This is an optimization exercise on Yosys and OpenROAD, whose aim is a short achievable clock period and few clock cycles per item, not a production implementation. Function was checked by simulation only, so behaviour that the tests miss may differ from the original. Power is estimated from default activity; no workload was simulated.

==> flow/design.v (excerpt) <==
module rv_core #(
  parameter rv_isa_pkg::word_t RESET_PC = 32'h0000_0100
) (
  input  logic              clk,
  input  logic              rst,
  output rv_isa_pkg::word_t imem_addr,
  input  rv_isa_pkg::word_t imem_data,
  output rv_isa_pkg::word_t dmem_addr,
  output rv_isa_pkg::word_t dmem_wdata,
  output logic              dmem_we,
  input  rv_isa_pkg::word_t dmem_rdata,
  output logic              halt,
  output rv_isa_pkg::word_t trace_pc,
  output rv_isa_pkg::word_t trace_inst
);
  localparam logic [6:0] OP_LOAD   = 7'b0000011;
  localparam logic [6:0] OP_STORE  = 7'b0100011;
  localparam logic [6:0] OP_BRANCH = 7'b1100011;
  localparam logic [6:0] OP_JALR   = 7'b1100111;
  localparam logic [6:0] OP_JAL    = 7'b1101111;
  localparam logic [6:0] OP_IMM    = 7'b0010011;
  localparam logic [6:0] OP_REG    = 7'b0110011;
  localparam logic [6:0] OP_AUIPC  = 7'b0010111;
  localparam logic [6:0] OP_LUI    = 7'b0110111;
  localparam int R_ADD = 0;
  localparam int R_SUB = 1;
  localparam int R_AND = 2;
  localparam int R_OR  = 3;
  localparam int R_XOR = 4;
  localparam int R_SLL = 5;
  localparam int R_SRL = 6;
  localparam int R_SLT = 7;
  localparam int R_SLTU = 8;
  localparam int R_ALT = 9;
  localparam int R_W   = 10;
  logic        x_redirect;
  logic        x_squash;
  logic        r_q;
  logic [31:0] r_pc;
  logic        d_v;
  logic        d_redirect;
  logic [31:0] d_redirect_pc;
  logic [31:0] x_redirect_pc;
  logic [31:0] pc;
  ...
==> flow/config.mk <==
export PLATFORM = sky130hd
export DESIGN_NAME = rv_core
export DESIGN_NICKNAME = rv_core
export VERILOG_FILES = /design/flow/design.v
export SDC_FILE = /design/flow/constraint.sdc
export NUM_CORES = 4
export LEC_CHECK = 0
export ABC_CLOCK_PERIOD_IN_PS = 3000
export CAP_MARGIN = 20
export CORE_MARGIN = 2
export CORE_UTILIZATION = 40
export SETUP_SLACK_MARGIN = 5
export SLEW_MARGIN = 20
==> flow/constraint.sdc <==
create_clock -name core_clock -period 8.0 [get_ports {clk}]
set_input_delay 1.6000 -clock core_clock [delete_from_list [all_inputs] [get_ports {clk}]]
set_output_delay 1.6000 -clock core_clock [all_outputs]
set_load 0.01 [all_outputs]
standard.sh (not shown) runs the stock make flow with config.mk's settings and CLKGATE_MAP_FILE= SYNTH_SCRIPT=/design/flow/synth_recipe.tcl, a recipe that flattens the netlist after the stock synthesis.
==> flow/flow/run.sh <==
#!/bin/bash
# The standard layout, except that synthesis and repair may not use the
# slow four-input OR/NOR-type cells (and similar wide stacked gates).
# Each step's full output is kept in a log file in this folder.
set -euo pipefail
HERE=$(pwd)
cat > "$HERE/flow_config.mk" <<EOC
include $HERE/config.mk
export DONT_USE_CELLS += sky130_fd_sc_hd__or4_1 sky130_fd_sc_hd__or4_2 sky130_fd_sc_hd__or4_4 sky130_fd_sc_hd__nor4_1 sky130_fd_sc_hd__nor4_2 sky130_fd_sc_hd__nor4_4 sky130_fd_sc_hd__or4b_1 sky130_fd_sc_hd__or4b_2 sky130_fd_sc_hd__or4b_4 sky130_fd_sc_hd__or4bb_1 sky130_fd_sc_hd__or4bb_2 sky130_fd_sc_hd__or4bb_4 sky130_fd_sc_hd__nor4b_1 sky130_fd_sc_hd__nor4b_2 sky130_fd_sc_hd__nor4b_4 sky130_fd_sc_hd__nor4bb_1 sky130_fd_sc_hd__nor4bb_2 sky130_fd_sc_hd__nor4bb_4 sky130_fd_sc_hd__a2111oi_0 sky130_fd_sc_hd__a2111oi_1 sky130_fd_sc_hd__a2111oi_2 sky130_fd_sc_hd__a2111oi_4 sky130_fd_sc_hd__o2111ai_1 sky130_fd_sc_hd__o2111ai_2 sky130_fd_sc_hd__o2111ai_4 sky130_fd_sc_hd__o41ai_1 sky130_fd_sc_hd__o41a_1 sky130_fd_sc_hd__a2111o_1 sky130_fd_sc_hd__o2111a_1 sky130_fd_sc_hd__a41oi_1 sky130_fd_sc_hd__o41ai_2 sky130_fd_sc_hd__o41ai_4 sky130_fd_sc_hd__a41oi_2 sky130_fd_sc_hd__a41oi_4
EOC
bash standard.sh DESIGN_CONFIG="$HERE/flow_config.mk" synth > synth.log 2>&1
bash standard.sh DESIGN_CONFIG="$HERE/flow_config.mk" finish > layout.log 2>&1
Testbench counts at the start, summed over its fixed seeds: cycles 164,336, instrs 157,230.
==> next run, changes <==
==> flow/run.sh (new file) <==
#!/bin/bash
# synth_recipe.tcl (not shown) runs the flow's synth.tcl, then flattens the netlist and writes it again
# the make line also repeats each setting of config.mk as NAME=value (left out here)
make -C /OpenROAD-flow-scripts/flow DESIGN_CONFIG=/design/flow/config.mk WORK_HOME=/design/flow/orfs CLKGATE_MAP_FILE= SYNTH_SCRIPT=/design/flow/synth_recipe.tcl finish
removed: flow/flow/run.sh
removed: flow/standard.sh
The new run completed with no timing, DRC or antenna violations.
Fmax goes down by a few percent.
Utilization goes up by 0.56 points.
Die area hardly moves.
Cell area goes up slightly.
Power goes up by a few percent.
Worst hold slack gets better by 0.037 ns.
Synthesized area barely changes.

==> static timing again, ports no longer ideal <==
Ports are ideal in the flow. The routed layouts listed here were re-timed in OpenROAD.
Step 1 assumes that a clkbuf_16 drives the clock port and a buf_2 every other input.
Step 2 adds t to the input delays and takes it off the output delays; t is the mean of the earliest and latest rising clock arrival at the registers after step 1. Input paths then give back, and output paths get back, about the clock's delay inside the block.
a / b / c = no drivers / after step 1 / after step 2; a / b = the first two.
run | t, ns | setup slack, ns | worst setup path at the end | latest minus earliest clock arrival (ns)
the first run | 1.042 | 3.526 / 3.507 / 2.464 | input to register | 0.095 / 0.095
the second run | 1.026 | 3.407 / 3.407 / 2.406 | input to register | 0.105 / 0.105
After both steps every run listed still meets setup and hold. The setup slack of the first run, which loses most, moves by -0.019 ns with the drivers and by -1.062 ns with both steps.
